This design comes from an exercise in tuning for small area, a short achievable clock period and few clock cycles on the open sky130 flow, not from production work. Where RTL was checked, it was by simulation tests only, not by an equivalence proof against the original. Function not checked in run 1: the RTL went through the layout flow alone.

==> flow/design.v, too long to show whole: its modules and the start of the top module <==
// module fp32_mac_core: 670 lines
// module ks_add: 32 lines
// module inc_pfx: 17 lines
// module mul_tree: 905 lines
module fp32_mac_core #(
   parameter logic [31:0] CANON_NAN = 32'h7FC00000
) (
   input  logic        CLK_I,
   input  logic        RSTL_I,
   input  logic        IN_VALID_I,
   input  logic [95:0] IN_DATA_I,
   output logic        IN_READY_O,
   output logic        OUT_VALID_O,
   input  logic        OUT_READY_I,
   output logic [31:0] OUT_DATA_O,
   output logic        OVERRUN_O
);
  // ...
==> flow/flow/run.sh <==
#!/bin/bash
# The standard layout (standard.sh: the standard synthesis and ORFS flow, unchanged),
# with a tighter setup target for the timing repair steps: repair_timing works until the
# setup slack at the fixed 10 ns clock is at least SETUP_SLACK_MARGIN.
set -euo pipefail
MARGIN=$(cat flow/margin.txt)
bash standard.sh SETUP_SLACK_MARGIN=$MARGIN finish > standard_flow.log 2>&1
==> flow/flow/margin.txt <==
6.5
==> flow/standard.sh <==
#!/bin/bash
# synth_recipe.tcl (not shown) runs the flow's synth.tcl, then flattens the netlist and writes it again
# the make line also repeats each setting of config.mk as NAME=value (left out here)
make -C /OpenROAD-flow-scripts/flow DESIGN_CONFIG=/design/flow/config.mk WORK_HOME=/design/flow/orfs CLKGATE_MAP_FILE= SYNTH_SCRIPT=/design/flow/synth_recipe.tcl "${@:-finish}"
==> flow/config.mk <==
export PLATFORM = sky130hd
export DESIGN_NAME = fp32_mac_core
export DESIGN_NICKNAME = fp32_mac_core
export VERILOG_FILES = /design/flow/design.v
export SDC_FILE = /design/flow/constraint.sdc
export NUM_CORES = 4
export LEC_CHECK = 0
export CAP_MARGIN = 20
export CORE_MARGIN = 2
export CORE_UTILIZATION = 40
export SLEW_MARGIN = 20
==> flow/constraint.sdc <==
create_clock -name core_clock -period 10.0 [get_ports {CLK_I}]
set_input_delay 2.0000 -clock core_clock [delete_from_list [all_inputs] [get_ports {CLK_I}]]
set_output_delay 2.0000 -clock core_clock [all_outputs]
set_load 0.01 [all_outputs]
==> flow_results.org, run 1 <==
** CTS
- For the worst-skew pair, the clock arrives at the later sink with an insertion delay of 0.68 ns.
- Gates resized during post-CTS repair numbered 310.
- Max Buffers Root-to-Sink :: 3
- Root buf cell :: sky130_fd_sc_hd__clkbuf_16

** Logic synthesis
- After synthesis, the share of cell area in mux cells is 0.0547.
- Mapped Area :: 36,300 um^2
- For this run, the number of Yosys warnings is 15.
- The number of different library cells used by synthesis comes to just under 100.
- Of the total synthesized cell area, the portion taken by full adders, half adders and majority gates is 0.207.
- Cell taking the most area after synthesis :: sky130_fd_sc_hd__edfxtp_1
- Each instance of the synthesized netlist takes up on average approximately 10 um^2.

** Critical path
- The worst setup path is captured at a flip-flop.
- In this run the register-to-register setup slack is approximately 5.4 ns.
- Launching point of the worst reg2reg path :: s2[0]
- CP Class :: flip-flop to flip-flop
- Bufs and invs on worst path :: 3
- The critical path ends at re3[6].
- RR Endpoint :: re3[6]

** Route
- DRC :: 0
- DR pass1 iterations :: 5
- The routed design has 102,000 um of wire.
- Vias post-DR :: between 20k and 30k

** Global route
- Global-route layer with the greatest usage :: met2
- Antenna violations before repair :: 1
- Entering global routing, the biggest net connects 72 pins.

** Final layout
- Registers represent a cell area share of 0.280.
- After routing the design area is 45,900 um^2.
- Most common cell after layout, fill and taps aside :: sky130_fd_sc_hd__inv_1
- Layout buffer count excluding clock buffers :: roughly 440

** STA
- The number of hold-slack violations in the final timing report came to 0.
- The number of pins with negative max-slew slack in the final report is 0.

** Placement
- Port bufs :: 134

** Hold path
- The worst hold path begins at c[16].
- The worst hold path terminates at cc2[16].
- Kind of path behind the tightest hold check :: flip-flop to flip-flop

** Die
- Area of the core region :: 90,000 um^2
- From bottom edge to top edge, the die measures 305 um.
- Die footprint :: just over 90,000 um^2

** Run status
- Result of the run :: no timing/DRC/antenna violations
==> module fp32_mac_core, before the edit <==
module fp32_mac_core #(
   parameter logic [31:0] CANON_NAN = 32'h7FC00000
) (
   input  logic        CLK_I,
   input  logic        RSTL_I,
   input  logic        IN_VALID_I,
   input  logic [95:0] IN_DATA_I,
   output logic        IN_READY_O,
   output logic        OUT_VALID_O,
   input  logic        OUT_READY_I,
   output logic [31:0] OUT_DATA_O,
   output logic        OVERRUN_O
);
   localparam logic [1:0] K_NUM = 2'd0, K_NAN = 2'd1, K_INF = 2'd2, K_ZERO = 2'd3;
   logic       valid_prev;
   logic       rise, acc, take;
   logic [2:0] cnt_q, cnt_n;    
   logic       v0_q, v1_q, v2_q, v3_q, v4_q, v5_q;
   logic       en_o, en5, en4, en3;
   assign rise  = IN_VALID_I & ~valid_prev;
   assign acc   = rise & IN_READY_O;
   assign take  = OUT_VALID_O & OUT_READY_I;
   assign cnt_n = cnt_q + {2'd0, acc} - {2'd0, take};
   assign en_o = ~OUT_VALID_O;
   assign en5  = ~v5_q | en_o;
   assign en4  = ~v4_q | en5;
   assign en3  = ~v3_q | en4;
   always_ff @(posedge CLK_I or negedge RSTL_I) begin
      if (!RSTL_I) begin
         valid_prev  <= 1'b1;
         IN_READY_O  <= 1'b1;
         OVERRUN_O   <= 1'b0;
         OUT_VALID_O <= 1'b0;
         cnt_q       <= 3'd0;
         v0_q        <= 1'b0;
         v1_q        <= 1'b0;
         v2_q        <= 1'b0;
         v3_q        <= 1'b0;
         v4_q        <= 1'b0;
         v5_q        <= 1'b0;
      end else begin
         valid_prev <= IN_VALID_I;
         if (rise & ~IN_READY_O) OVERRUN_O <= 1'b1;
         cnt_q      <= cnt_n;
         IN_READY_O <= ~cnt_n[2];
         v0_q       <= acc;
         v1_q       <= v0_q;
         v2_q       <= v1_q;
         if (en3) v3_q <= v2_q;
         if (en4) v4_q <= v3_q;
         else if (en5) v4_q <= 1'b0;
         if (en5) v5_q <= v4_q;
         else if (en_o) v5_q <= 1'b0;
         if (en_o) OUT_VALID_O <= v5_q;
         else if (OUT_READY_I) OUT_VALID_O <= 1'b0;
      end
   end
   logic [31:0] a, c;
   logic [31:13] b;
   logic [12:0] mop;
   always_ff @(posedge CLK_I) begin
      if (!v0_q) begin
         a <= IN_DATA_I[31:0];
         b <= IN_DATA_I[63:45];
         c <= IN_DATA_I[95:64];
      end
      mop <= v0_q ? {3'b001, b[22:13]} : IN_DATA_I[44:32];
   end
   logic [23:0] am;
   logic        v1;
   logic [36:0] p0s, p0c;       
   logic [36:0] ts, tc;
   logic [334:0] tx;
   assign am = {1'b1, a[22:0]};
   assign v1 = v1_q;
   assign tx[0] = am[0] & mop[0];
   assign tx[1] = am[1] & mop[0];
   assign tx[2] = am[2] & mop[0];
   assign tx[3] = am[3] & mop[0];
   assign tx[4] = am[4] & mop[0];
   assign tx[5] = am[5] & mop[0];
   assign tx[6] = am[6] & mop[0];
   assign tx[7] = am[7] & mop[0];
   assign tx[8] = am[8] & mop[0];
   assign tx[9] = am[9] & mop[0];
   assign tx[10] = am[10] & mop[0];
   assign tx[11] = am[11] & mop[0];
   assign tx[12] = am[12] & mop[0];
   assign tx[13] = am[13] & mop[0];
   assign tx[14] = am[14] & mop[0];
   assign tx[15] = am[15] & mop[0];
   assign tx[16] = am[16] & mop[0];
   assign tx[17] = am[17] & mop[0];
   assign tx[18] = am[18] & mop[0];
   assign tx[19] = am[19] & mop[0];
   assign tx[20] = am[20] & mop[0];
   assign tx[21] = am[21] & mop[0];
   assign tx[22] = am[22] & mop[0];
   assign tx[23] = am[23] & mop[0];
   assign tx[24] = am[0] & mop[1];
   assign tx[25] = am[1] & mop[1];
   assign tx[26] = am[2] & mop[1];
   assign tx[27] = am[3] & mop[1];
   assign tx[28] = am[4] & mop[1];
   assign tx[29] = am[5] & mop[1];
   assign tx[30] = am[6] & mop[1];
   assign tx[31] = am[7] & mop[1];
   assign tx[32] = am[8] & mop[1];
   assign tx[33] = am[9] & mop[1];
   assign tx[34] = am[10] & mop[1];
   assign tx[35] = am[11] & mop[1];
   assign tx[36] = am[12] & mop[1];
   assign tx[37] = am[13] & mop[1];
   assign tx[38] = am[14] & mop[1];
   assign tx[39] = am[15] & mop[1];
   assign tx[40] = am[16] & mop[1];
   assign tx[41] = am[17] & mop[1];
   assign tx[42] = am[18] & mop[1];
   assign tx[43] = am[19] & mop[1];
   assign tx[44] = am[20] & mop[1];
   assign tx[45] = am[21] & mop[1];
   assign tx[46] = am[22] & mop[1];
   assign tx[47] = am[23] & mop[1];
   assign tx[48] = am[0] & mop[2];
   assign tx[49] = am[1] & mop[2];
   assign tx[50] = am[2] & mop[2];
   assign tx[51] = am[3] & mop[2];
   assign tx[52] = am[4] & mop[2];
   assign tx[53] = am[5] & mop[2];
   assign tx[54] = am[6] & mop[2];
   assign tx[55] = am[7] & mop[2];
   assign tx[56] = am[8] & mop[2];
   assign tx[57] = am[9] & mop[2];
   assign tx[58] = am[10] & mop[2];
   assign tx[59] = am[11] & mop[2];
   assign tx[60] = am[12] & mop[2];
   assign tx[61] = am[13] & mop[2];
   assign tx[62] = am[14] & mop[2];
   assign tx[63] = am[15] & mop[2];
   assign tx[64] = am[16] & mop[2];
   assign tx[65] = am[17] & mop[2];
   assign tx[66] = am[18] & mop[2];
   assign tx[67] = am[19] & mop[2];
   assign tx[68] = am[20] & mop[2];
   assign tx[69] = am[21] & mop[2];
   assign tx[70] = am[22] & mop[2];
   assign tx[71] = am[23] & mop[2];
   assign tx[72] = am[0] & mop[3];
   assign tx[73] = am[1] & mop[3];
   assign tx[74] = am[2] & mop[3];
   assign tx[75] = am[3] & mop[3];
   assign tx[76] = am[4] & mop[3];
   assign tx[77] = am[5] & mop[3];
   assign tx[78] = am[6] & mop[3];
   assign tx[79] = am[7] & mop[3];
   assign tx[80] = am[8] & mop[3];
   assign tx[81] = am[9] & mop[3];
   assign tx[82] = am[10] & mop[3];
   assign tx[83] = am[11] & mop[3];
   assign tx[84] = am[12] & mop[3];
   assign tx[85] = am[13] & mop[3];
   assign tx[86] = am[14] & mop[3];
   assign tx[87] = am[15] & mop[3];
   assign tx[88] = am[16] & mop[3];
   assign tx[89] = am[17] & mop[3];
   assign tx[90] = am[18] & mop[3];
   assign tx[91] = am[19] & mop[3];
   assign tx[92] = am[20] & mop[3];
   assign tx[93] = am[21] & mop[3];
   assign tx[94] = am[22] & mop[3];
   assign tx[95] = am[23] & mop[3];
   assign tx[96] = am[0] & mop[4];
   assign tx[97] = am[1] & mop[4];
   assign tx[98] = am[2] & mop[4];
   assign tx[99] = am[3] & mop[4];
   assign tx[100] = am[4] & mop[4];
   assign tx[101] = am[5] & mop[4];
   assign tx[102] = am[6] & mop[4];
   assign tx[103] = am[7] & mop[4];
   assign tx[104] = am[8] & mop[4];
   assign tx[105] = am[9] & mop[4];
   assign tx[106] = am[10] & mop[4];
   assign tx[107] = am[11] & mop[4];
   assign tx[108] = am[12] & mop[4];
   assign tx[109] = am[13] & mop[4];
   assign tx[110] = am[14] & mop[4];
   assign tx[111] = am[15] & mop[4];
   assign tx[112] = am[16] & mop[4];
   assign tx[113] = am[17] & mop[4];
   assign tx[114] = am[18] & mop[4];
   assign tx[115] = am[19] & mop[4];
   assign tx[116] = am[20] & mop[4];
   assign tx[117] = am[21] & mop[4];
   assign tx[118] = am[22] & mop[4];
   assign tx[119] = am[23] & mop[4];
   assign tx[120] = am[0] & mop[5];
   assign tx[121] = am[1] & mop[5];
   assign tx[122] = am[2] & mop[5];
   assign tx[123] = am[3] & mop[5];
   assign tx[124] = am[4] & mop[5];
   assign tx[125] = am[5] & mop[5];
   assign tx[126] = am[6] & mop[5];
   assign tx[127] = am[7] & mop[5];
   assign tx[128] = am[8] & mop[5];
   assign tx[129] = am[9] & mop[5];
   assign tx[130] = am[10] & mop[5];
   assign tx[131] = am[11] & mop[5];
   assign tx[132] = am[12] & mop[5];
   assign tx[133] = am[13] & mop[5];
   assign tx[134] = am[14] & mop[5];
   assign tx[135] = am[15] & mop[5];
   assign tx[136] = am[16] & mop[5];
   assign tx[137] = am[17] & mop[5];
   assign tx[138] = am[18] & mop[5];
   assign tx[139] = am[19] & mop[5];
   assign tx[140] = am[20] & mop[5];
   assign tx[141] = am[21] & mop[5];
   assign tx[142] = am[22] & mop[5];
   assign tx[143] = am[23] & mop[5];
   assign tx[144] = am[0] & mop[6];
   assign tx[145] = am[1] & mop[6];
   assign tx[146] = am[2] & mop[6];
   assign tx[147] = am[3] & mop[6];
   assign tx[148] = am[4] & mop[6];
   assign tx[149] = am[5] & mop[6];
   assign tx[150] = am[6] & mop[6];
   assign tx[151] = am[7] & mop[6];
   assign tx[152] = am[8] & mop[6];
   assign tx[153] = am[9] & mop[6];
   assign tx[154] = am[10] & mop[6];
   assign tx[155] = am[11] & mop[6];
   assign tx[156] = am[12] & mop[6];
   assign tx[157] = am[13] & mop[6];
   assign tx[158] = am[14] & mop[6];
   assign tx[159] = am[15] & mop[6];
   assign tx[160] = am[16] & mop[6];
   assign tx[161] = am[17] & mop[6];
   assign tx[162] = am[18] & mop[6];
   assign tx[163] = am[19] & mop[6];
   assign tx[164] = am[20] & mop[6];
   assign tx[165] = am[21] & mop[6];
   assign tx[166] = am[22] & mop[6];
   assign tx[167] = am[23] & mop[6];
   assign tx[168] = am[0] & mop[7];
   assign tx[169] = am[1] & mop[7];
   assign tx[170] = am[2] & mop[7];
   assign tx[171] = am[3] & mop[7];
   assign tx[172] = am[4] & mop[7];
   assign tx[173] = am[5] & mop[7];
   assign tx[174] = am[6] & mop[7];
   assign tx[175] = am[7] & mop[7];
   assign tx[176] = am[8] & mop[7];
   assign tx[177] = am[9] & mop[7];
   assign tx[178] = am[10] & mop[7];
   assign tx[179] = am[11] & mop[7];
   assign tx[180] = am[12] & mop[7];
   assign tx[181] = am[13] & mop[7];
   assign tx[182] = am[14] & mop[7];
   assign tx[183] = am[15] & mop[7];
   assign tx[184] = am[16] & mop[7];
   assign tx[185] = am[17] & mop[7];
   assign tx[186] = am[18] & mop[7];
   assign tx[187] = am[19] & mop[7];
   assign tx[188] = am[20] & mop[7];
   assign tx[189] = am[21] & mop[7];
   assign tx[190] = am[22] & mop[7];
   assign tx[191] = am[23] & mop[7];
   assign tx[192] = am[0] & mop[8];
   assign tx[193] = am[1] & mop[8];
   assign tx[194] = am[2] & mop[8];
   assign tx[195] = am[3] & mop[8];
   assign tx[196] = am[4] & mop[8];
   assign tx[197] = am[5] & mop[8];
   assign tx[198] = am[6] & mop[8];
   assign tx[199] = am[7] & mop[8];
   assign tx[200] = am[8] & mop[8];
   assign tx[201] = am[9] & mop[8];
   assign tx[202] = am[10] & mop[8];
   assign tx[203] = am[11] & mop[8];
   assign tx[204] = am[12] & mop[8];
   assign tx[205] = am[13] & mop[8];
   assign tx[206] = am[14] & mop[8];
   assign tx[207] = am[15] & mop[8];
   assign tx[208] = am[16] & mop[8];
   assign tx[209] = am[17] & mop[8];
   assign tx[210] = am[18] & mop[8];
   assign tx[211] = am[19] & mop[8];
   assign tx[212] = am[20] & mop[8];
   assign tx[213] = am[21] & mop[8];
   assign tx[214] = am[22] & mop[8];
   assign tx[215] = am[23] & mop[8];
   assign tx[216] = am[0] & mop[9];
   assign tx[217] = am[1] & mop[9];
   assign tx[218] = am[2] & mop[9];
   assign tx[219] = am[3] & mop[9];
   assign tx[220] = am[4] & mop[9];
   assign tx[221] = am[5] & mop[9];
   assign tx[222] = am[6] & mop[9];
   assign tx[223] = am[7] & mop[9];
   assign tx[224] = am[8] & mop[9];
   assign tx[225] = am[9] & mop[9];
   assign tx[226] = am[10] & mop[9];
   assign tx[227] = am[11] & mop[9];
   assign tx[228] = am[12] & mop[9];
   assign tx[229] = am[13] & mop[9];
   assign tx[230] = am[14] & mop[9];
   assign tx[231] = am[15] & mop[9];
   assign tx[232] = am[16] & mop[9];
   assign tx[233] = am[17] & mop[9];
   assign tx[234] = am[18] & mop[9];
   assign tx[235] = am[19] & mop[9];
   assign tx[236] = am[20] & mop[9];
   assign tx[237] = am[21] & mop[9];
   assign tx[238] = am[22] & mop[9];
   assign tx[239] = am[23] & mop[9];
   assign tx[240] = am[0] & mop[10];
   assign tx[241] = am[1] & mop[10];
   assign tx[242] = am[2] & mop[10];
   assign tx[243] = am[3] & mop[10];
   assign tx[244] = am[4] & mop[10];
   assign tx[245] = am[5] & mop[10];
   assign tx[246] = am[6] & mop[10];
   assign tx[247] = am[7] & mop[10];
   assign tx[248] = am[8] & mop[10];
   assign tx[249] = am[9] & mop[10];
   assign tx[250] = am[10] & mop[10];
   assign tx[251] = am[11] & mop[10];
   assign tx[252] = am[12] & mop[10];
   assign tx[253] = am[13] & mop[10];
   assign tx[254] = am[14] & mop[10];
   assign tx[255] = am[15] & mop[10];
   assign tx[256] = am[16] & mop[10];
   assign tx[257] = am[17] & mop[10];
   assign tx[258] = am[18] & mop[10];
   assign tx[259] = am[19] & mop[10];
   assign tx[260] = am[20] & mop[10];
   assign tx[261] = am[21] & mop[10];
   assign tx[262] = am[22] & mop[10];
   assign tx[263] = am[23] & mop[10];
   assign tx[264] = (p0s[13] & v1);
   assign tx[265] = (p0s[14] & v1);
   assign tx[266] = (p0s[15] & v1);
   assign tx[267] = (p0s[16] & v1);
   assign tx[268] = (p0s[17] & v1);
   assign tx[269] = (p0s[18] & v1);
   assign tx[270] = (p0s[19] & v1);
   assign tx[271] = (p0s[20] & v1);
   assign tx[272] = (p0s[21] & v1);
   assign tx[273] = (p0s[22] & v1);
   assign tx[274] = (p0s[23] & v1);
   assign tx[275] = (am[0] & mop[11]) | (p0s[24] & v1);
   assign tx[276] = (am[1] & mop[11]) | (p0s[25] & v1);
   assign tx[277] = (am[2] & mop[11]) | (p0s[26] & v1);
   assign tx[278] = (am[3] & mop[11]) | (p0s[27] & v1);
   assign tx[279] = (am[4] & mop[11]) | (p0s[28] & v1);
   assign tx[280] = (am[5] & mop[11]) | (p0s[29] & v1);
   assign tx[281] = (am[6] & mop[11]) | (p0s[30] & v1);
   assign tx[282] = (am[7] & mop[11]) | (p0s[31] & v1);
   assign tx[283] = (am[8] & mop[11]) | (p0s[32] & v1);
   assign tx[284] = (am[9] & mop[11]) | (p0s[33] & v1);
   assign tx[285] = (am[10] & mop[11]) | (p0s[34] & v1);
   assign tx[286] = (am[11] & mop[11]) | (p0s[35] & v1);
   assign tx[287] = (am[12] & mop[11]) | (p0s[36] & v1);
   assign tx[288] = (am[13] & mop[11]);
   assign tx[289] = (am[14] & mop[11]);
   assign tx[290] = (am[15] & mop[11]);
   assign tx[291] = (am[16] & mop[11]);
   assign tx[292] = (am[17] & mop[11]);
   assign tx[293] = (am[18] & mop[11]);
   assign tx[294] = (am[19] & mop[11]);
   assign tx[295] = (am[20] & mop[11]);
   assign tx[296] = (am[21] & mop[11]);
   assign tx[297] = (am[22] & mop[11]);
   assign tx[298] = (am[23] & mop[11]);
   assign tx[299] = (p0c[13] & v1);
   assign tx[300] = (p0c[14] & v1);
   assign tx[301] = (p0c[15] & v1);
   assign tx[302] = (p0c[16] & v1);
   assign tx[303] = (p0c[17] & v1);
   assign tx[304] = (p0c[18] & v1);
   assign tx[305] = (p0c[19] & v1);
   assign tx[306] = (p0c[20] & v1);
   assign tx[307] = (p0c[21] & v1);
   assign tx[308] = (p0c[22] & v1);
   assign tx[309] = (p0c[23] & v1);
   assign tx[310] = (p0c[24] & v1);
   assign tx[311] = (am[0] & mop[12]) | (p0c[25] & v1);
   assign tx[312] = (am[1] & mop[12]) | (p0c[26] & v1);
   assign tx[313] = (am[2] & mop[12]) | (p0c[27] & v1);
   assign tx[314] = (am[3] & mop[12]) | (p0c[28] & v1);
   assign tx[315] = (am[4] & mop[12]) | (p0c[29] & v1);
   assign tx[316] = (am[5] & mop[12]) | (p0c[30] & v1);
   assign tx[317] = (am[6] & mop[12]) | (p0c[31] & v1);
   assign tx[318] = (am[7] & mop[12]) | (p0c[32] & v1);
   assign tx[319] = (am[8] & mop[12]) | (p0c[33] & v1);
   assign tx[320] = (am[9] & mop[12]) | (p0c[34] & v1);
   assign tx[321] = (am[10] & mop[12]) | (p0c[35] & v1);
   assign tx[322] = (am[11] & mop[12]) | (p0c[36] & v1);
   assign tx[323] = (am[12] & mop[12]);
   assign tx[324] = (am[13] & mop[12]);
   assign tx[325] = (am[14] & mop[12]);
   assign tx[326] = (am[15] & mop[12]);
   assign tx[327] = (am[16] & mop[12]);
   assign tx[328] = (am[17] & mop[12]);
   assign tx[329] = (am[18] & mop[12]);
   assign tx[330] = (am[19] & mop[12]);
   assign tx[331] = (am[20] & mop[12]);
   assign tx[332] = (am[21] & mop[12]);
   assign tx[333] = (am[22] & mop[12]);
   assign tx[334] = (am[23] & mop[12]);
   mul_tree u_tree (.x(tx), .s(ts), .c(tc));
   always_ff @(posedge CLK_I) begin
      p0s <= ts;
      p0c <= tc;
   end
   logic [12:0] lo13;
   logic        lo13_c;
   ks_add #(13, 4) u_lo13 (.a(p0s[12:0]), .b(p0c[12:0]), .ci(1'b0), .s(lo13), .co(lo13_c));
   logic blo_zero;
   always_ff @(posedge CLK_I) begin
      blo_zero <= (mop == 13'd0);
   end
   logic a_zero, b_zero, c_zero, a_inf, b_inf, c_inf, a_nan, b_nan, c_nan;
   logic mul_sign;
   logic [1:0] kind_m;
   logic       ksign_m, kill_m;
   logic [9:0] ep_m;
   logic [10:0] t_m;
   assign a_zero   = (a[30:23] == 8'h00);
   assign b_zero   = (b[30:23] == 8'h00);
   assign c_zero   = (c[30:23] == 8'h00);
   assign a_inf    = (a[30:23] == 8'hFF) && (a[22:0] == 23'd0);
   assign b_inf    = (b[30:23] == 8'hFF) && (b[22:13] == 10'd0) && blo_zero;
   assign c_inf    = (c[30:23] == 8'hFF) && (c[22:0] == 23'd0);
   assign a_nan    = (a[30:23] == 8'hFF) && (a[22:0] != 23'd0);
   assign b_nan    = (b[30:23] == 8'hFF) && !b_inf;
   assign c_nan    = (c[30:23] == 8'hFF) && (c[22:0] != 23'd0);
   assign mul_sign = a[31] ^ b[31];
   assign ep_m     = {2'b00, a[30:23]} + {2'b00, b[30:23]} - 10'd127;
   logic [10:0] t1;
   always_ff @(posedge CLK_I) begin
      t1 <= {3'b000, c[30:23]} + 11'd127 - {3'b000, a[30:23]} - {3'b000, b[30:23]};
   end
   assign t_m      = t1;
   always_comb begin
      kind_m  = K_NUM;
      ksign_m = 1'b0;
      kill_m  = 1'b0;
      if (a_nan || b_nan || c_nan || (a_inf && b_zero) || (b_inf && a_zero) ||
          ((a_inf || b_inf) && c_inf && (mul_sign != c[31])))
         kind_m = K_NAN;
      else if (a_inf || b_inf) begin
         kind_m = K_INF; ksign_m = mul_sign;
      end else if (c_inf) begin
         kind_m = K_INF; ksign_m = c[31];
      end else if (a_zero || b_zero) begin
         if (c_zero) begin
            kind_m = K_ZERO; ksign_m = c[31];
         end else
            kill_m = 1'b1;
      end
   end
   logic [14:0] sk_m;        
   logic [2:0] dp_m, dz_m;
   always_comb begin
      for (int k = 0; k < 3; k++) begin
         logic [10:0] d, m;
         d = t_m - 11'(k);
         m = d[10] ? (11'd0 - d) : d;
         sk_m[5*k +: 5] = (m > 11'd31) ? 5'd31 : m[4:0];
         dp_m[k] = ~d[10] & (d != 11'd0);
         dz_m[k] = (d == 11'd0);
      end
   end
   logic [34:0] s2, c2;
   logic        cy2, st2;
   logic [9:0]  ep2;
   logic [14:0] sk2;
   logic [2:0]  dp2, dz2;
   logic        ps2;
   logic [31:0] cc2;
   logic [1:0]  kind2;
   logic        ks2, kill2;
   always_ff @(posedge CLK_I) begin
      s2    <= ts[34:0];
      c2    <= tc[34:0];
      cy2   <= lo13_c;
      st2   <= |lo13;
      ep2   <= ep_m;
      sk2   <= sk_m;
      dp2   <= dp_m;
      dz2   <= dz_m;
      ps2   <= mul_sign;
      cc2   <= c;
      kind2 <= kind_m;
      ks2   <= ksign_m;
      kill2 <= kill_m;
   end
   logic [34:0] q;             
   logic        q_co;
   logic [23:0] pr_m;
   logic        pr_g, pr_st, pr_inc, pr_ovf;
   logic [22:0] pr_r;
   logic [23:0] rm;
   logic [9:0]  re;
   logic [1:0]  rk;
   logic        dpos, dzero;
   logic [4:0]  shamt;
   ks_add #(35, 6) u_qadd (.a(s2), .b(c2), .ci(cy2), .s(q), .co(q_co));
   always_comb begin
      if (q[34]) begin
         pr_m  = q[34:11];
         pr_g  = q[10];
         pr_st = (|q[9:0]) | st2;
      end else begin
         pr_m  = q[33:10];
         pr_g  = q[9];
         pr_st = (|q[8:0]) | st2;
      end
   end
   assign pr_inc = pr_g & (pr_st | pr_m[0]);
   assign pr_ovf = pr_inc & (&pr_m);
   inc_pfx #(23, 5) u_pinc (.a(pr_m[22:0]), .ci(pr_inc), .s(pr_r));
   assign rm = {1'b1, pr_r};
   assign rk = {1'b0, q[34]} + {1'b0, pr_ovf};
   logic [9:0] ek1, ek2;
   assign ek1 = ep2 + 10'd1;
   assign ek2 = ep2 + 10'd2;
   always_comb begin
      case (rk)
         2'd0:    begin re = ep2; shamt = sk2[4:0];   dpos = dp2[0]; dzero = dz2[0]; end
         2'd1:    begin re = ek1; shamt = sk2[9:5];   dpos = dp2[1]; dzero = dz2[1]; end
         default: begin re = ek2; shamt = sk2[14:10]; dpos = dp2[2]; dzero = dz2[2]; end
      endcase
   end
   logic [23:0] rm3;
   logic [9:0]  re3;
   logic        ps3;
   logic [31:0] cc3;
   logic [1:0]  kind3;
   logic        ks3, kill3;
   logic        dpos3, dzero3;
   logic [4:0]  sh3;
   always_ff @(posedge CLK_I) begin
      if (en3) begin
         rm3    <= rm;
         re3    <= re;
         ps3    <= ps2;
         cc3    <= cc2;
         kind3  <= kind2;
         ks3    <= ks2;
         kill3  <= kill2;
         dpos3  <= dpos;
         dzero3 <= dzero;
         sh3    <= shamt;
      end
   end
   logic [23:0] c_man, sm_in, lg_m;
   logic        c_nz, c_gt, c_bigger, sm_ok;
   logic [26:0] al_x, al_sh, al_mask, al_small;
   logic        al_st;
   logic [24:0] cmp_d;
   logic        cmp_co;
   assign c_nz  = (cc3[30:23] != 8'h00);
   assign c_man = {c_nz, cc3[22:0]};
   ks_add #(24, 5) u_cmp (.a(rm3), .b(~c_man), .ci(1'b1), .s(cmp_d[23:0]), .co(cmp_co));
   assign c_gt     = ~cmp_co;
   assign c_bigger = kill3 | (c_nz & (dpos3 | (dzero3 & c_gt)));
   assign sm_ok    = c_nz & ~kill3;
   assign sm_in   = (dpos3 ? rm3 : c_man) & {24{sm_ok}};
   assign al_x    = {sm_in, 3'b000};
   assign al_sh   = al_x >> sh3;
   assign al_mask = ~(27'h7FFFFFF << sh3);
   assign al_st   = |(al_x & al_mask);
   always_comb begin
      if (dzero3 & c_gt & sm_ok)
         al_small = {rm3, 3'b000};
      else
         al_small = {al_sh[26:1], al_sh[0] | al_st};
   end
   assign lg_m = c_bigger ? c_man : rm3;
   logic [23:0] lg4;
   logic [26:0] sm4;
   logic [9:0]  e4;
   logic        s4, sub4;
   logic [1:0]  kind4;
   logic        ks4;
   always_ff @(posedge CLK_I) begin
      if (en4) begin
         lg4   <= lg_m;
         sm4   <= al_small;
         e4    <= c_bigger ? {2'b00, cc3[30:23]} : re3;
         s4    <= c_bigger ? cc3[31] : ps3;
         sub4  <= cc3[31] ^ ps3;
         kind4 <= kind3;
         ks4   <= ks3;
      end
   end
   logic [26:0] add_s;
   logic        add_co;
   logic [27:0] add_sum;
   logic [26:0] pre;
   logic [4:0]  lz;
   ks_add #(27, 5) u_add (.a({lg4, 3'b000}), .b(sm4 ^ {27{sub4}}), .ci(sub4), .s(add_s), .co(add_co));
   assign add_sum = {add_co & ~sub4, add_s};
   always_comb begin
      lz = 5'd27;
      for (int i = 0; i < 27; i++)
         if (add_sum[i]) lz = 5'(26 - i);
   end
   assign pre = add_sum[27] ? {add_sum[27:2], add_sum[1] | add_sum[0]} : add_sum[26:0];
   logic [26:0] pre5;
   logic [4:0]  lz5;
   logic        up5;
   logic [9:0]  e5;
   logic        s5;
   logic [1:0]  kind5;
   logic        ks5;
   always_ff @(posedge CLK_I) begin
      if (en5) begin
         pre5  <= pre;
         lz5   <= add_sum[27] ? 5'd0 : lz;
         up5   <= add_sum[27];
         e5    <= e4;
         s5    <= s4;
         kind5 <= kind4;
         ks5   <= ks4;
      end
   end
   logic [26:0] norm;
   logic [9:0]  ne, ne1;
   logic [22:0] rn_r;
   logic        rn_inc, rn_ovf, zero5;
   logic        big0, big1, small0, small1, ovr, unr;
   logic [9:0]  rnd_e;
   logic [31:0] res;
   assign norm   = pre5 << lz5;
   assign rn_inc = norm[2] & (norm[1] | norm[0] | norm[3]);
   assign rn_ovf = rn_inc & (&norm[26:3]);
   inc_pfx #(23, 5) u_rinc (.a(norm[25:3]), .ci(rn_inc), .s(rn_r));
   assign zero5  = ~up5 & (lz5 == 5'd27);
   assign ne     = e5 + {9'd0, up5} - {5'd0, lz5};
   assign ne1    = ne + 10'd1;
   assign big0   = ~ne[9]  & (ne  >= 10'd255);
   assign big1   = ~ne1[9] & (ne1 >= 10'd255);
   assign small0 = ne[9]  | (ne  == 10'd0);
   assign small1 = ne1[9] | (ne1 == 10'd0);
   assign ovr    = rn_ovf ? big1 : big0;
   assign unr    = rn_ovf ? small1 : small0;
   assign rnd_e  = rn_ovf ? ne1 : ne;
   always_comb begin
      case (kind5)
         K_NAN:  res = CANON_NAN;
         K_INF:  res = {ks5, 8'hFF, 23'd0};
         K_ZERO: res = {ks5, 31'd0};
         default:
            if (zero5)
               res = 32'd0;
            else if (ovr)
               res = {s5, 8'hFF, 23'd0};
            else if (unr)
               res = {s5, 31'd0};
            else
               res = {s5, rnd_e[7:0], rn_r};
      endcase
   end
   always_ff @(posedge CLK_I) begin
      if (en_o) OUT_DATA_O <= res;
   end
endmodule
==> inputs of run 2 (changes only) <==
--- a/flow/design.v
+++ b/flow/design.v
@@ -438,9 +438,5 @@
    assign mul_sign = a[31] ^ b[31];
    assign ep_m     = {2'b00, a[30:23]} + {2'b00, b[30:23]} - 10'd127;
-   logic [10:0] t1;
-   always_ff @(posedge CLK_I) begin
-      t1 <= {3'b000, c[30:23]} + 11'd127 - {3'b000, a[30:23]} - {3'b000, b[30:23]};
-   end
-   assign t_m      = t1;
+   assign t_m      = {3'b000, c[30:23]} + 11'd127 - {3'b000, a[30:23]} - {3'b000, b[30:23]};
    always_comb begin
       kind_m  = K_NUM;
@@ -461,21 +457,8 @@
       end
    end
-   logic [14:0] sk_m;        
-   logic [2:0] dp_m, dz_m;
-   always_comb begin
-      for (int k = 0; k < 3; k++) begin
-         logic [10:0] d, m;
-         d = t_m - 11'(k);
-         m = d[10] ? (11'd0 - d) : d;
-         sk_m[5*k +: 5] = (m > 11'd31) ? 5'd31 : m[4:0];
-         dp_m[k] = ~d[10] & (d != 11'd0);
-         dz_m[k] = (d == 11'd0);
-      end
-   end
    logic [34:0] s2, c2;
    logic        cy2, st2;
    logic [9:0]  ep2;
-   logic [14:0] sk2;
-   logic [2:0]  dp2, dz2;
+   logic [10:0] t2;
    logic        ps2;
    logic [31:0] cc2;
@@ -488,7 +471,5 @@
       st2   <= |lo13;
       ep2   <= ep_m;
-      sk2   <= sk_m;
-      dp2   <= dp_m;
-      dz2   <= dz_m;
+      t2    <= t_m;
       ps2   <= mul_sign;
       cc2   <= c;
@@ -505,4 +486,5 @@
    logic [9:0]  re;
    logic [1:0]  rk;
+   logic [10:0] dk0, dk1, dk2, dsel, dneg;
    logic        dpos, dzero;
    logic [4:0]  shamt;
@@ -523,15 +505,38 @@
    inc_pfx #(23, 5) u_pinc (.a(pr_m[22:0]), .ci(pr_inc), .s(pr_r));
    assign rm = {1'b1, pr_r};
-   assign rk = {1'b0, q[34]} + {1'b0, pr_ovf};
-   logic [9:0] ek1, ek2;
+   assign rk  = {1'b0, q[34]} + {1'b0, pr_ovf};
+   assign dk0 = t2;
+   assign dk1 = t2 - 11'd1;
+   assign dk2 = t2 - 11'd2;
+   logic [9:0] ek0, ek1, ek2;
+   assign ek0 = ep2;
    assign ek1 = ep2 + 10'd1;
    assign ek2 = ep2 + 10'd2;
    always_comb begin
       case (rk)
-         2'd0:    begin re = ep2; shamt = sk2[4:0];   dpos = dp2[0]; dzero = dz2[0]; end
-         2'd1:    begin re = ek1; shamt = sk2[9:5];   dpos = dp2[1]; dzero = dz2[1]; end
-         default: begin re = ek2; shamt = sk2[14:10]; dpos = dp2[2]; dzero = dz2[2]; end
+         2'd0:    begin dsel = dk0; re = ek0; end
+         2'd1:    begin dsel = dk1; re = ek1; end
+         default: begin dsel = dk2; re = ek2; end
+      endcase
+   end
+   function automatic logic [4:0] sat_abs(input logic [10:0] d);
+      logic [10:0] m;
+      m = d[10] ? (11'd0 - d) : d;
+      if (m > 11'd31) sat_abs = 5'd31;
+      else            sat_abs = m[4:0];
+   endfunction
+   logic [4:0] sk0, sk1, sk2;
+   assign sk0 = sat_abs(dk0);
+   assign sk1 = sat_abs(dk1);
+   assign sk2 = sat_abs(dk2);
+   always_comb begin
+      case (rk)
+         2'd0:    shamt = sk0;
+         2'd1:    shamt = sk1;
+         default: shamt = sk2;
       endcase
    end
+   assign dpos  = ~dsel[10] & (dsel != 11'd0);
+   assign dzero = (dsel == 11'd0);
    logic [23:0] rm3;
    logic [9:0]  re3;
==> flow/run.sh (new file) <==
#!/bin/bash
# synth_recipe.tcl (not shown) runs the flow's synth.tcl, then flattens the netlist and writes it again
# the make line also repeats each setting of config.mk as NAME=value (left out here)
make -C /OpenROAD-flow-scripts/flow DESIGN_CONFIG=/design/flow/config.mk WORK_HOME=/design/flow/orfs CLKGATE_MAP_FILE= SYNTH_SCRIPT=/design/flow/synth_recipe.tcl finish
removed: flow/flow/run.sh
removed: flow/flow/margin.txt
removed: flow/standard.sh
==> flow_results.org, run 2 <==
** Critical path
- Critical Path Start Type :: flip-flop (unchanged)
- Path depth of the worst reg2reg path :: 21 (was 22)
- Critical path endpoint category :: flip-flop (unchanged)
- The critical path required time is 10.40 ns (about the same).
- CP Class :: flip-flop to flip-flop (unchanged)
- The arrival time of data at the critical path endpoint came to 6.87 ns (was 5.01 ns).
- Worst-path maximum fanout :: 30 (was 8)

** Final layout
- The share of post-route cells with drive strength above 1 was 0.0690 (was 0.235).
- The post-synthesis to final-layout area growth was 10.8% (was 26.4%).
- # fillers :: 8,642 (was 8,048)
- The commonest non-fill, non-tap cell in the layout is sky130_fd_sc_hd__inv_1 (unchanged).
- Antenna diodes :: 0 (unchanged)
- Top flop regs: c2: 34 flops, s2: 34 flops (unchanged).
- Top library cells by usage in the layout, fill and taps aside :: 417 x sky130_fd_sc_hd__inv_1, 357 x sky130_fd_sc_hd__nand2_1, 305 x sky130_fd_sc_hd__edfxtp_1, 270 x sky130_fd_sc_hd__fa_1, 250 x sky130_fd_sc_hd__and2_1 (was 375 x sky130_fd_sc_hd__inv_1, 305 x sky130_fd_sc_hd__edfxtp_1, 301 x sky130_fd_sc_hd__nand2_1, 241 x sky130_fd_sc_hd__and2_1, 195 x sky130_fd_sc_hd__fa_1)
- Number of nets in the finished design :: 4,221 (was 4,505)

** Logic synthesis
- Cell taking the most area after synthesis :: sky130_fd_sc_hd__edfxtp_1 (unchanged)
- Dominant cell by count in the synthesized netlist :: sky130_fd_sc_hd__inv_1 (unchanged)
- Xor/xnor cell area share of the yosys netlist :: 0.0494 (was 0.0479)
- Mapped Area :: 36,200 um^2 (was 36,300 um^2)
- The warning count from the yosys run was 15 (unchanged).
- The complex-gate fraction of the synthesized area is 0.125 (was 0.113).
- Synth area leaders: sky130_fd_sc_hd__edfxtp_1 25%, sky130_fd_sc_hd__fa_1 15%, sky130_fd_sc_hd__dfxtp_1 8.1% (was sky130_fd_sc_hd__edfxtp_1 25%, sky130_fd_sc_hd__fa_1 15%, sky130_fd_sc_hd__dfxtp_1 9.2%).
- The number of unique standard cell types used by synthesis came to 112 (was 98).
- The area fraction of the dominant cell type after synthesis is 0.253 (was 0.252).
- The post-synth net total is 4,194 (was 4,170).
- The post-synthesis simple-gate area fraction was 0.160 (was 0.159).
- Combinational family with the most area after synthesis :: adder cells (unchanged)
- Cell types with the highest counts after synthesis: 418 x sky130_fd_sc_hd__inv_1, 358 x sky130_fd_sc_hd__nand2_1, 305 x sky130_fd_sc_hd__edfxtp_1 (was 427 x sky130_fd_sc_hd__inv_1, 321 x sky130_fd_sc_hd__nand2_1, 305 x sky130_fd_sc_hd__edfxtp_1).
- Yosys reg bits :: 464 (was 485)
- Number of enable flip-flop cells after synthesis :: 305 (unchanged)
- The sequential area share after synthesis was 0.343 (was 0.353).
- Number of instances in the synthesized netlist :: 3,655 (was 3,631)
- The post-synthesis async set-or-reset flop share was 0.0280 (was 0.0268).
- Commonest register cell after synthesis :: sky130_fd_sc_hd__edfxtp_1 (unchanged)
- The share of cell area taken by muxes after synthesis was 0.0493 (was 0.0547).
- Adder and majority gate portion of the synthesized area :: 0.208 (was 0.207)
- Avg Inst Size Synth :: 9.90 um^2 (was 10.0 um^2)

** Global route
- Antenna violations before repair :: 2 (was 1)
- Total routing resource utilization after global routing :: 0.195 (was 0.211)
- Maximum number of pins on one net before global-route repair :: 68 (was 72)
- Via count of the first global-routing pass :: 26.4k (was 28.0k)
- Global-route wire length before repair :: 145,000 um (was 157,000 um)
- Grt ovf :: 0 (unchanged)

** Route
- Vias post-DR :: 26.0k (was 27.7k)
- The routed length per placed instance is 18.4 um (was 19.6 um).
- The post-route DRC violation count was 0 (unchanged).
- DRT iter0 DRCs :: 1,660 (was 1,761)
- The total length of routed wires is 90,400 um (was 102,000 um).
- The vias per cell is 5.30 (was 5.33).
- Count of antenna-violating nets left after detailed routing :: 0 (unchanged)
- DR pass1 iterations :: 5 (unchanged)

** STA
- Total setup violations reported at the end of the flow :: 0 (unchanged)
- The maximum clock frequency is 155 MHz (was 217 MHz).
- The final clock skew was 0.0295 ns (was 0.0542 ns).
- Setup repair after global routing missed its margin: false (was true).
- The number of pins with negative max-slew slack in the final report is 0 (unchanged).
- The relative max-transition margin was 0.229 (was 0.329).
- The final critical delay including setup and external delays was 6.47 ns (was 4.62 ns).
- Share of the clock period used by the worst path after layout :: 0.647 (was 0.462)
- The worst hold-check slack is 0.373 ns (was 0.371 ns).
- The number of hold-slack violations in the final timing report was 0 (unchanged).
- Worst Max-Slew Pin Slew :: 1.16 ns (was 1.01 ns)
- The total negative slack was 0 ns (unchanged).

** CTS
- CTS-repair resized insts :: 0 (was 310)
- Clock-pin slew reported for the worst setup and hold paths after clock tree synthesis :: 0.06 ns (about the same)
- Clock latency on the worst-skew pair :: 0.62 ns (was 0.68 ns)
- Number of hold buffers added after cts :: 0 (unchanged)
- The number of sinks driven by the clock tree was 464 (was 485).
- Root buf cell :: sky130_fd_sc_hd__clkbuf_16 (unchanged)
- Post-CTS setup buffer count :: 0 (was 166)
- CTS H-tree lvls :: 2 (unchanged)
- CTS tree :: yes (unchanged)
- Clock buffers created by TritonCTS :: 53 (was 57)
- The number of buffers on the longest clock path was 3 (unchanged).

** Die
- Horiz. Die Dim :: 305 um (about the same)
- The core box area was 89,900 um^2 (was 90,000 um^2).
- Site row count :: 110 (unchanged)
- The number of top-level pins was 135 (unchanged).
- The chip height was 305 um (about the same).
- The initial cell density of the core was 0.403 (was 0.404).
- Die footprint :: 92,900 um^2 (was 93,300 um^2)

** Hold path
- Kind of path behind the tightest hold check :: flip-flop to flip-flop (unchanged)
- The number of cells on the worst hold path is 0 (unchanged).

** Placement
- RePlAce Congestion :: 0.927 (was 0.902)
- Half-perimeter wire length of the detailed placement result :: 69,700 um (was 69,300 um)
- Port bufs :: 134 (unchanged)

** Flow run
- The total of max-cap violations is 0 (unchanged).

** Run status
- Result of the run: no timing/DRC/antenna violations (unchanged).
==> run 2: cell types whose count changed in the layout (fill, tap and decap cells not counted), moves of 34 or more <==
cell                              before  now
sky130_fd_sc_hd__buf_4               193   21
sky130_fd_sc_hd__fa_1                195  270
sky130_fd_sc_hd__fa_2                 75    0
sky130_fd_sc_hd__nand2_1             301  357
sky130_fd_sc_hd__buf_6                55    0
sky130_fd_sc_hd__ha_1                121  169
sky130_fd_sc_hd__o21ai_0             111  156
sky130_fd_sc_hd__inv_1               375  417
sky130_fd_sc_hd__inv_2                45    4
sky130_fd_sc_hd__ha_4                 38    0
sky130_fd_sc_hd__clkdlybuf4s50_1      99  134
sky130_fd_sc_hd__dlygate4sd2_1        35    0
sky130_fd_sc_hd__xnor2_1              84  118
==> run 2: per-stage QoR <==
| step | setup slack (ns) | util | cells | area [um^2] |
|---|---|---|---|---|
| after CTS | 3.57 | 0.446 | 4902 | 40100 |
| after global placement | 3.67 | 0.427 | 4803 | 38400 |
| final | 3.53 | 0.446 | 4902 | 40100 |
| after floorplan | 5.39 | - | 3655 | 36200 |
| after detailed placement | 3.59 | 0.427 | 4803 | 38400 |
| after global routing | 2.86 | 0.446 | 4902 | 40100 |
==> run 2: worst max-delay path, stage by stage, from the launching register on <==
cell                        delay [ns]
sky130_fd_sc_hd__dfxtp_1          0.34
sky130_fd_sc_hd__ha_1             0.18
sky130_fd_sc_hd__inv_1            0.06
sky130_fd_sc_hd__fa_1             0.46
sky130_fd_sc_hd__nand2b_1         0.18
sky130_fd_sc_hd__a21oi_1          0.30
sky130_fd_sc_hd__o21ai_0          0.19
sky130_fd_sc_hd__nand2_1          0.17
sky130_fd_sc_hd__a31oi_1          0.10
sky130_fd_sc_hd__a311o_2          0.61
sky130_fd_sc_hd__inv_2            0.49
sky130_fd_sc_hd__nand2_1          0.23
sky130_fd_sc_hd__a2111oi_0        0.53
sky130_fd_sc_hd__and4_1           0.33
sky130_fd_sc_hd__and3_1           0.20
sky130_fd_sc_hd__nand2_1          0.08
sky130_fd_sc_hd__nor2_1           0.14
sky130_fd_sc_hd__ha_1             0.79
sky130_fd_sc_hd__o22ai_1          0.24
sky130_fd_sc_hd__a21oi_1          0.17
sky130_fd_sc_hd__a21oi_1          0.07
sky130_fd_sc_hd__a2111oi_0        0.34
==> run 2: path summary, 6_finish.rpt <==
check / startpoint / end / slack [ns]
worst max-delay path: s2[0] / dpos3 / 3.53
worst max register to register: s2[0] / dpos3 / 3.53
max in group asynchronous: RSTL_I / cnt_q[2] / 7.63
worst min-delay path: c[10] / cc2[10] / 0.37
min in group asynchronous: RSTL_I / OUT_VALID_O / 1.85
worst min register to register: c[10] / cc2[10] / 0.37
==> run 2: cell type report <==
cell class | instances | area, um^2 | share of cell area
multi-input combinational | 2584 | 21400 | 0.534
timing repair buffer | 155 | 1500 | 0.0374
clock buffer | 67 | 1410 | 0.0351
clock inverter | 32 | 320 | 0.00799
inverter | 424 | 1590 | 0.0397
tap | 1176 | 1470 | 0.0367
sequential | 464 | 12400 | 0.309
==> run 2: metal layers <==
layer	share of wire	routed length, um	track usage	up-vias
met4	0.028	2490	0.0606	0
met2	0.49	44400	0.339	635
met1	0.44	39500	0.251	12593
met3	0.044	3940	0.0258	158
li1	-	-	-	12576
met5	0	0	0	-
==> run 2: logic make-up (layout without fill, tap and decap cells) <==
kind of cell / after synthesis / in the layout
compound gates: 677 / 677
mux: 133 / 133
fa+ha+maj: 439 / 439
xor+xnor: 204 / 204
buf+inv: 607 / 678
flops: 464 / 464
simple gates: 1131 / 1131
Testbench counts of run 2, summed over its fixed seeds: cycles 4,848.
==> inputs of run 3 (changes only) <==
--- a/flow/design.v
+++ b/flow/design.v
@@ -438,5 +438,9 @@
    assign mul_sign = a[31] ^ b[31];
    assign ep_m     = {2'b00, a[30:23]} + {2'b00, b[30:23]} - 10'd127;
-   assign t_m      = {3'b000, c[30:23]} + 11'd127 - {3'b000, a[30:23]} - {3'b000, b[30:23]};
+   logic [10:0] t1;
+   always_ff @(posedge CLK_I) begin
+      t1 <= {3'b000, c[30:23]} + 11'd127 - {3'b000, a[30:23]} - {3'b000, b[30:23]};
+   end
+   assign t_m      = t1;
    always_comb begin
       kind_m  = K_NUM;
@@ -457,8 +461,21 @@
       end
    end
+   logic [14:0] sk_m;        
+   logic [2:0] dp_m, dz_m;
+   always_comb begin
+      for (int k = 0; k < 3; k++) begin
+         logic [10:0] d, m;
+         d = t_m - 11'(k);
+         m = d[10] ? (11'd0 - d) : d;
+         sk_m[5*k +: 5] = (m > 11'd31) ? 5'd31 : m[4:0];
+         dp_m[k] = ~d[10] & (d != 11'd0);
+         dz_m[k] = (d == 11'd0);
+      end
+   end
    logic [34:0] s2, c2;
    logic        cy2, st2;
    logic [9:0]  ep2;
-   logic [10:0] t2;
+   logic [14:0] sk2;
+   logic [2:0]  dp2, dz2;
    logic        ps2;
    logic [31:0] cc2;
@@ -471,5 +488,7 @@
       st2   <= |lo13;
       ep2   <= ep_m;
-      t2    <= t_m;
+      sk2   <= sk_m;
+      dp2   <= dp_m;
+      dz2   <= dz_m;
       ps2   <= mul_sign;
       cc2   <= c;
@@ -484,9 +503,4 @@
    logic [22:0] pr_r;
    logic [23:0] rm;
-   logic [9:0]  re;
-   logic [1:0]  rk;
-   logic [10:0] dk0, dk1, dk2, dsel, dneg;
-   logic        dpos, dzero;
-   logic [4:0]  shamt;
    ks_add #(35, 6) u_qadd (.a(s2), .b(c2), .ci(cy2), .s(q), .co(q_co));
    always_comb begin
@@ -505,50 +519,30 @@
    inc_pfx #(23, 5) u_pinc (.a(pr_m[22:0]), .ci(pr_inc), .s(pr_r));
    assign rm = {1'b1, pr_r};
-   assign rk  = {1'b0, q[34]} + {1'b0, pr_ovf};
-   assign dk0 = t2;
-   assign dk1 = t2 - 11'd1;
-   assign dk2 = t2 - 11'd2;
-   logic [9:0] ek0, ek1, ek2;
-   assign ek0 = ep2;
-   assign ek1 = ep2 + 10'd1;
-   assign ek2 = ep2 + 10'd2;
+   logic [4:0] sha, shb;
+   logic       dpa, dpb, dza, dzb;
    always_comb begin
-      case (rk)
-         2'd0:    begin dsel = dk0; re = ek0; end
-         2'd1:    begin dsel = dk1; re = ek1; end
-         default: begin dsel = dk2; re = ek2; end
-      endcase
-   end
-   function automatic logic [4:0] sat_abs(input logic [10:0] d);
-      logic [10:0] m;
-      m = d[10] ? (11'd0 - d) : d;
-      if (m > 11'd31) sat_abs = 5'd31;
-      else            sat_abs = m[4:0];
-   endfunction
-   logic [4:0] sk0, sk1, sk2;
-   assign sk0 = sat_abs(dk0);
-   assign sk1 = sat_abs(dk1);
-   assign sk2 = sat_abs(dk2);
-   always_comb begin
-      case (rk)
-         2'd0:    shamt = sk0;
-         2'd1:    shamt = sk1;
-         default: shamt = sk2;
-      endcase
+      if (q[34]) begin
+         sha = sk2[9:5];   dpa = dp2[1]; dza = dz2[1];
+         shb = sk2[14:10]; dpb = dp2[2]; dzb = dz2[2];
+      end else begin
+         sha = sk2[4:0];   dpa = dp2[0]; dza = dz2[0];
+         shb = sk2[9:5];   dpb = dp2[1]; dzb = dz2[1];
+      end
    end
-   assign dpos  = ~dsel[10] & (dsel != 11'd0);
-   assign dzero = (dsel == 11'd0);
    logic [23:0] rm3;
-   logic [9:0]  re3;
+   logic [9:0]  ep3;
+   logic        n3, ovf3;
    logic        ps3;
    logic [31:0] cc3;
    logic [1:0]  kind3;
    logic        ks3, kill3;
-   logic        dpos3, dzero3;
-   logic [4:0]  sh3;
+   logic        dpa3, dpb3, dza3, dzb3;
+   logic [4:0]  sha3, shb3;
    always_ff @(posedge CLK_I) begin
       if (en3) begin
          rm3    <= rm;
-         re3    <= re;
+         ep3    <= ep2;
+         n3     <= q[34];
+         ovf3   <= pr_ovf;
          ps3    <= ps2;
          cc3    <= cc2;
@@ -556,7 +550,10 @@
          ks3    <= ks2;
          kill3  <= kill2;
-         dpos3  <= dpos;
-         dzero3 <= dzero;
-         sh3    <= shamt;
+         dpa3   <= dpa;
+         dpb3   <= dpb;
+         dza3   <= dza;
+         dzb3   <= dzb;
+         sha3   <= sha;
+         shb3   <= shb;
       end
    end
@@ -567,4 +564,11 @@
    logic [24:0] cmp_d;
    logic        cmp_co;
+   logic       dpos3, dzero3;
+   logic [4:0] sh3;
+   logic [9:0] re3;
+   assign dpos3  = ovf3 ? dpb3 : dpa3;
+   assign dzero3 = ovf3 ? dzb3 : dza3;
+   assign sh3    = ovf3 ? shb3 : sha3;
+   assign re3    = ep3 + {9'd0, n3} + {9'd0, ovf3};
    assign c_nz  = (cc3[30:23] != 8'h00);
    assign c_man = {c_nz, cc3[22:0]};
@@ -609,13 +613,10 @@
    ks_add #(27, 5) u_add (.a({lg4, 3'b000}), .b(sm4 ^ {27{sub4}}), .ci(sub4), .s(add_s), .co(add_co));
    assign add_sum = {add_co & ~sub4, add_s};
-   always_comb begin
-      lz = 5'd27;
-      for (int i = 0; i < 27; i++)
-         if (add_sum[i]) lz = 5'(26 - i);
-   end
+   lzc32 u_lzc (.x({add_sum[26:0], 5'b10000}), .n(lz));
+   logic [9:0] e4p1;
+   assign e4p1 = e4 + 10'd1;
    assign pre = add_sum[27] ? {add_sum[27:2], add_sum[1] | add_sum[0]} : add_sum[26:0];
    logic [26:0] pre5;
    logic [4:0]  lz5;
-   logic        up5;
    logic [9:0]  e5;
    logic        s5;
@@ -626,6 +627,5 @@
          pre5  <= pre;
          lz5   <= add_sum[27] ? 5'd0 : lz;
-         up5   <= add_sum[27];
-         e5    <= e4;
+         e5    <= add_sum[27] ? e4p1 : e4;
          s5    <= s4;
          kind5 <= kind4;
@@ -634,9 +634,11 @@
    end
    logic [26:0] norm;
-   logic [9:0]  ne, ne1;
+   logic [9:0]  ne;
+   logic        ne_co;
+   logic [7:0]  ne_p1;
    logic [22:0] rn_r;
    logic        rn_inc, rn_ovf, zero5;
-   logic        big0, big1, small0, small1, ovr, unr;
-   logic [9:0]  rnd_e;
+   logic        ge254, ge255, le0, ovr, unr;
+   logic [7:0]  rnd_e;
    logic [31:0] res;
    assign norm   = pre5 << lz5;
@@ -644,14 +646,13 @@
    assign rn_ovf = rn_inc & (&norm[26:3]);
    inc_pfx #(23, 5) u_rinc (.a(norm[25:3]), .ci(rn_inc), .s(rn_r));
-   assign zero5  = ~up5 & (lz5 == 5'd27);
-   assign ne     = e5 + {9'd0, up5} - {5'd0, lz5};
-   assign ne1    = ne + 10'd1;
-   assign big0   = ~ne[9]  & (ne  >= 10'd255);
-   assign big1   = ~ne1[9] & (ne1 >= 10'd255);
-   assign small0 = ne[9]  | (ne  == 10'd0);
-   assign small1 = ne1[9] | (ne1 == 10'd0);
-   assign ovr    = rn_ovf ? big1 : big0;
-   assign unr    = rn_ovf ? small1 : small0;
-   assign rnd_e  = rn_ovf ? ne1 : ne;
+   assign zero5 = (lz5 == 5'd27);
+   ks_add #(10, 4) u_ne (.a(e5), .b(~{5'd0, lz5}), .ci(1'b1), .s(ne), .co(ne_co));
+   assign ne_p1 = ne[7:0] + 8'd1;
+   assign ge255 = ~ne[9] & (ne[8] | (&ne[7:0]));
+   assign ge254 = ~ne[9] & (ne[8] | (&ne[7:1]));
+   assign le0   = ne[9] | (ne == 10'd0);
+   assign ovr   = rn_ovf ? ge254 : ge255;
+   assign unr   = rn_ovf ? ne[9] : le0;
+   assign rnd_e = rn_ovf ? ne_p1 : ne[7:0];
    always_comb begin
       case (kind5)
@@ -667,5 +668,5 @@
                res = {s5, 31'd0};
             else
-               res = {s5, rnd_e[7:0], rn_r};
+               res = {s5, rnd_e, rn_r};
       endcase
    end
@@ -723,4 +724,32 @@
    assign s = a ^ ({t[L][W-2:0], 1'b1} & {W{ci}});
 endmodule
+module lzc32 (
+   input  logic [31:0] x,
+   output logic [4:0]  n
+);
+   logic [15:0] v1;  logic [15:0] c1;          
+   logic [7:0]  v2;  logic [15:0] c2;          
+   logic [3:0]  v3;  logic [11:0] c3;          
+   logic [1:0]  v4;  logic [7:0]  c4;          
+   always_comb begin
+      for (int g = 0; g < 16; g++) begin
+         v1[g] = x[2*g+1] | x[2*g];
+         c1[g] = ~x[2*g+1];
+      end
+      for (int g = 0; g < 8; g++) begin
+         v2[g] = v1[2*g+1] | v1[2*g];
+         c2[2*g +: 2] = v1[2*g+1] ? {1'b0, c1[2*g+1]} : {1'b1, c1[2*g]};
+      end
+      for (int g = 0; g < 4; g++) begin
+         v3[g] = v2[2*g+1] | v2[2*g];
+         c3[3*g +: 3] = v2[2*g+1] ? {1'b0, c2[2*(2*g+1) +: 2]} : {1'b1, c2[2*(2*g) +: 2]};
+      end
+      for (int g = 0; g < 2; g++) begin
+         v4[g] = v3[2*g+1] | v3[2*g];
+         c4[4*g +: 4] = v3[2*g+1] ? {1'b0, c3[3*(2*g+1) +: 3]} : {1'b1, c3[3*(2*g) +: 3]};
+      end
+      n = v4[1] ? {1'b0, c4[7:4]} : {1'b1, c4[3:0]};
+   end
+endmodule
 module mul_tree (
    input  logic [334:0] x,
==> flow/flow/run.sh (new file) <==
#!/bin/bash
# The standard layout (standard.sh: the standard synthesis and ORFS flow, unchanged),
# with a tighter setup target for the timing repair steps: repair_timing works until the
# setup slack at the fixed 10 ns clock is at least SETUP_SLACK_MARGIN.
set -euo pipefail
MARGIN=$(cat flow/margin.txt)
bash standard.sh SETUP_SLACK_MARGIN=$MARGIN finish > standard_flow.log 2>&1
==> flow/flow/margin.txt (new file) <==
6.0
==> flow/standard.sh (new file) <==
#!/bin/bash
# synth_recipe.tcl (not shown) runs the flow's synth.tcl, then flattens the netlist and writes it again
# the make line also repeats each setting of config.mk as NAME=value (left out here)
make -C /OpenROAD-flow-scripts/flow DESIGN_CONFIG=/design/flow/config.mk WORK_HOME=/design/flow/orfs CLKGATE_MAP_FILE= SYNTH_SCRIPT=/design/flow/synth_recipe.tcl "${@:-finish}"
--- a/flow/config.mk
+++ b/flow/config.mk
@@ -9,3 +9,4 @@
 export CORE_MARGIN = 2
 export CORE_UTILIZATION = 40
+export CTS_BUF_LIST = sky130_fd_sc_hd__clkbuf_8
 export SLEW_MARGIN = 20
removed: flow/run.sh
==> flow_results.org, run 3 <==
** Die
- Die footprint :: 94,600 um^2 (was 92,900 um^2)
- Site row count :: 111 (was 110)
- The chip height was 308 um (was 305 um).
- Starting utilization of the core area :: 0.403 (about the same)
- I/O pins :: 135 (unchanged)
- Area of the core region :: 91,500 um^2 (was 89,900 um^2)

** Logic synthesis
- Dominant cell by count in the synthesized netlist :: sky130_fd_sc_hd__nand2_1 (was sky130_fd_sc_hd__inv_1)
- Proportion of synthesized flip-flops having asynchronous set or reset :: 0.0264 (was 0.0280)
- The sequential area share after synthesis is 0.355 (was 0.343).
- Number of warnings reported in the yosys synthesis log :: 19 (was 15)
- Cell types with the highest counts after synthesis: 459 x sky130_fd_sc_hd__nand2_1, 415 x sky130_fd_sc_hd__inv_1, 313 x sky130_fd_sc_hd__edfxtp_1 (was 418 x sky130_fd_sc_hd__inv_1, 358 x sky130_fd_sc_hd__nand2_1, 305 x sky130_fd_sc_hd__edfxtp_1).
- Area share of the leading cell type in the synthesized netlist :: 0.255 (was 0.253)
- The number of register bits inferred by synthesis was 493 (was 464).
- The most common flop cell mapped by yosys was sky130_fd_sc_hd__edfxtp_1 (unchanged).
- Synth area leaders: sky130_fd_sc_hd__edfxtp_1 26%, sky130_fd_sc_hd__fa_1 15%, sky130_fd_sc_hd__dfxtp_1 9.1% (was sky130_fd_sc_hd__edfxtp_1 25%, sky130_fd_sc_hd__fa_1 15%, sky130_fd_sc_hd__dfxtp_1 8.1%).
- Cell taking the most area after synthesis :: sky130_fd_sc_hd__edfxtp_1 (unchanged)
- Avg Inst Size Synth :: 9.72 um^2 (was 9.90 um^2)
- Number of different library cells in the post-synthesis netlist :: 103 (was 112)
- Mapped Area :: 36,900 um^2 (was 36,200 um^2)
- Number of nets produced by synthesis :: 4,319 (was 4,194)

** Hold path
- Kind of path behind the tightest hold check :: flip-flop to flip-flop (unchanged)
- The start point of the worst min-delay path is c[15] (was c[10]).
- The number of cells on the worst hold path is 0 (unchanged).
- The worst hold path endpoint is cc2[15] (was cc2[10]).

** CTS
- The CTS buffer count came to 88 (was 53).
- Clock latency on the worst-skew pair :: 0.73 ns (was 0.62 ns)
- CTS tree :: yes (unchanged)
- The clock transition time at the flip-flop clock pins of the worst setup and hold paths was 0.06 ns (about the same).
- The number of sinks driven by the clock tree came to 493 (was 464).

** Run status
- Result of the run :: no timing/DRC/antenna violations (unchanged)

** Final layout
- Top flop regs: c2: 34 flops, s2: 34 flops (unchanged).
- The final net count came to 4,446 (was 4,221).
- Top library cells by usage in the layout, fill and taps aside :: 456 x sky130_fd_sc_hd__nand2_1, 436 x sky130_fd_sc_hd__inv_1, 313 x sky130_fd_sc_hd__edfxtp_1, 268 x sky130_fd_sc_hd__fa_1, 251 x sky130_fd_sc_hd__and2_1 (was 417 x sky130_fd_sc_hd__inv_1, 357 x sky130_fd_sc_hd__nand2_1, 305 x sky130_fd_sc_hd__edfxtp_1, 270 x sky130_fd_sc_hd__fa_1, 250 x sky130_fd_sc_hd__and2_1)
- The multi-input logic area is 22,500 um^2 (was 21,400 um^2).
- P&R area growth vs syn :: 15.7% (was 10.8%)
- The area used by sequential logic in the layout is 13,100 um^2 (was 12,400 um^2).

** STA
- Share of the clock period used by the worst path after layout :: 0.415 (was 0.647)
- Fmax :: 241 MHz (was 155 MHz)
- The number of hold-slack violations in the final timing report was 0 (unchanged).
- Worst Max-Slew Pin Slew :: 0.950 ns (was 1.16 ns)
- Final min period :: 4.15 ns (was 6.47 ns)
- Setup repair after global routing missed its margin: true (was false).
- Total setup violations reported at the end of the flow :: 0 (unchanged)
- Fin. max-slew vios :: 0 (unchanged)

** Global route
- Global-route wire length before repair :: 155,000 um (was 145,000 um)
- Antenna violations before repair :: 3 (was 2)
- Total routing resource utilization after global routing :: 0.207 (was 0.195)
- The maximum number of pins on one net before global-route repair is 73 (was 68).
- The total grt overflow was 0 (unchanged).
- Via count of the first global-routing pass :: 27.5k (was 26.4k)

** Flow run
- The total of max-cap violations was 0 (unchanged).

** Critical path
- The critical path launch point type is a flip-flop (unchanged).
- The kind of capture point of the worst setup path is a flip-flop (unchanged).
- The timing startpoint of the critical path is s2[0] (unchanged).
- Path depth of the worst reg2reg path :: 13 (was 21)
- The largest fanout on the critical path was 5 (was 30).
- Setup slack of the most critical reg-to-reg path :: 5.85 ns (was 3.53 ns)
- RR Endpoint :: rm3[22] (was dpos3)
- The type of the worst setup path is flip-flop to flip-flop (unchanged).
- The origin of the critical flop-to-flop path is s2[0] (unchanged).

** Route
- Drt total wl :: 98,300 um (was 90,400 um)
- DRT iter0 DRCs :: 1,910 (was 1,660)
- The vias per cell is 5.35 (was 5.30).
- DRC :: 0 (unchanged)
- The total vias in the final route came to 27.7k (was 26.0k).

** Placement
- RePlAce Congestion :: 0.907 (was 0.927)
- The detailed placer's ending HPWL came to 71,900 um (was 69,700 um).
==> run 3: cell count changes after synthesis, moves of 17 or more <==
cell | before | now
sky130_fd_sc_hd__a21oi_1 | 152 | 176
sky130_fd_sc_hd__dfxtp_1 | 146 | 167
sky130_fd_sc_hd__mux2_2 | 42 | 24
sky130_fd_sc_hd__mux2i_1 | 56 | 75
sky130_fd_sc_hd__nand2_1 | 358 | 459
sky130_fd_sc_hd__nand3_1 | 44 | 72
sky130_fd_sc_hd__nor2_1 | 170 | 188
sky130_fd_sc_hd__nor2_2 | 17 | 0
sky130_fd_sc_hd__xnor2_1 | 118 | 98
sky130_fd_sc_hd__xor2_1 | 86 | 106
==> run 3: how the worst max path moves through the flow <==
stage                     endpoint  slack [ns]  cells after the start
after global placement     rm3[22]        5.03                     15
after CTS                  rm3[22]        5.78                     12
after global routing       rm3[22]        5.74                     12
after floorplan             cc3[0]        5.93                      1
after detailed placement   rm3[22]        4.98                     15
final                      rm3[22]        5.85                     13
==> run 3: layout make-up <==
class	instances	share of cell area
Antenna cell	2	0.000117
Clock buffer	103	0.0333
Clock inverter	61	0.0116
Inverter	417	0.0372
Multi-Input combinational cell	2702	0.528
Sequential cell	493	0.307
Tap cell	1186	0.0348
Timing Repair Buffer	216	0.0482
Timing Repair inverter	2	0.000235
==> run 3: through the flow <==
| step | hold slack, ns | worst slack [ns] | std cells | instance area [um^2] |
|---|---|---|---|---|
| 2_1_floorplan | 0.348 | 5.93 | 3793 | 36900 |
| 3_3_place_gp | 0.355 | 5.03 | 4959 | 39200 |
| 3_5_place_dp | 0.360 | 4.98 | 4959 | 39200 |
| 4_1_cts | 0.369 | 5.78 | 5143 | 41700 |
| 5_1_grt | 0.371 | 5.74 | 5182 | 42600 |
| 6_report | 0.363 | 5.85 | 5182 | 42600 |
==> run 3: routing by layer <==
metal / wire length [um] / track usage / part of all wire / vias to the layer above
met5: 13 / 0 / 0.00013 / -
li1: - / - / - / 13257
met2: 46000 / 0.339 / 0.47 / 817
met4: 2740 / 0.0665 / 0.028 / 2
met1: 44000 / 0.280 / 0.45 / 13467
met3: 5590 / 0.0319 / 0.057 / 184
==> run 3: cell families (layout without fill, tap and decap cells) <==
logic type,count (synthesis),in the layout,synth area share
compound gates,669,670,0.117
xor+xnor,204,204,0.0485
fa+ha+maj,427,427,0.200
buf+inv,600,799,0.0637
flops,493,493,0.355
mux,125,125,0.0433
other cells,0,2,0
simple gates,1275,1276,0.173
==> run 3: critical path: stages (launching register included) <==
cell,delay (ns)
sky130_fd_sc_hd__dfxtp_2,0.33
sky130_fd_sc_hd__ha_4,0.16
sky130_fd_sc_hd__fa_2,0.36
sky130_fd_sc_hd__a21oi_4,0.17
sky130_fd_sc_hd__o221ai_4,0.16
sky130_fd_sc_hd__a21oi_4,0.28
sky130_fd_sc_hd__nor4b_4,0.07
sky130_fd_sc_hd__or3_4,0.34
sky130_fd_sc_hd__a211o_1,0.34
sky130_fd_sc_hd__a211o_1,0.31
sky130_fd_sc_hd__or4_4,0.54
sky130_fd_sc_hd__or4_4,0.44
sky130_fd_sc_hd__nor3b_4,0.16
sky130_fd_sc_hd__a311o_1,0.27
==> run 3: what timing repair did <==
| action | CTS | global route |
|---|---|---|
| gates cloned | 2 | 3 |
| buffers inserted | 18 | 34 |
| pin swaps | 16 | 41 |
| gates resized for setup | 95 | 99 |
| endpoints found under the setup margin | 98 | 89 |
Testbench counts of run 3, summed over its fixed seeds: cycles 4,848.

==> what the ideal ports hide <==
In the flow no input, the clock included, has a driving cell. The finished layouts below were timed again as built, in two steps.
Step 1 assumes that a clkbuf_16 drives the clock port and a buf_2 every other input.
Step 2 times the ports against the registers' clock, not the clock port: input delays grow and output delays shrink by t, the midpoint of the rising clock arrivals with the driver on.
a / b / c = ideal ports / drivers / drivers and shift; a / b = the first two.
run | shift t [ns] | slack for setup (ns) | slew at the worst register clock pin (ns) | pins driven straight from the clock port
run 1 | 0.713 | 5.384 / 5.384 / 5.384 | 0.07 / 0.07 | 1
run 2 | 0.664 | 3.528 / 3.528 / 3.528 | 0.06 / 0.06 | 1
run 3 | 0.763 | 5.849 / 5.849 / 5.849 | 0.07 / 0.07 | 1
After both steps setup and hold are still met in every run listed.
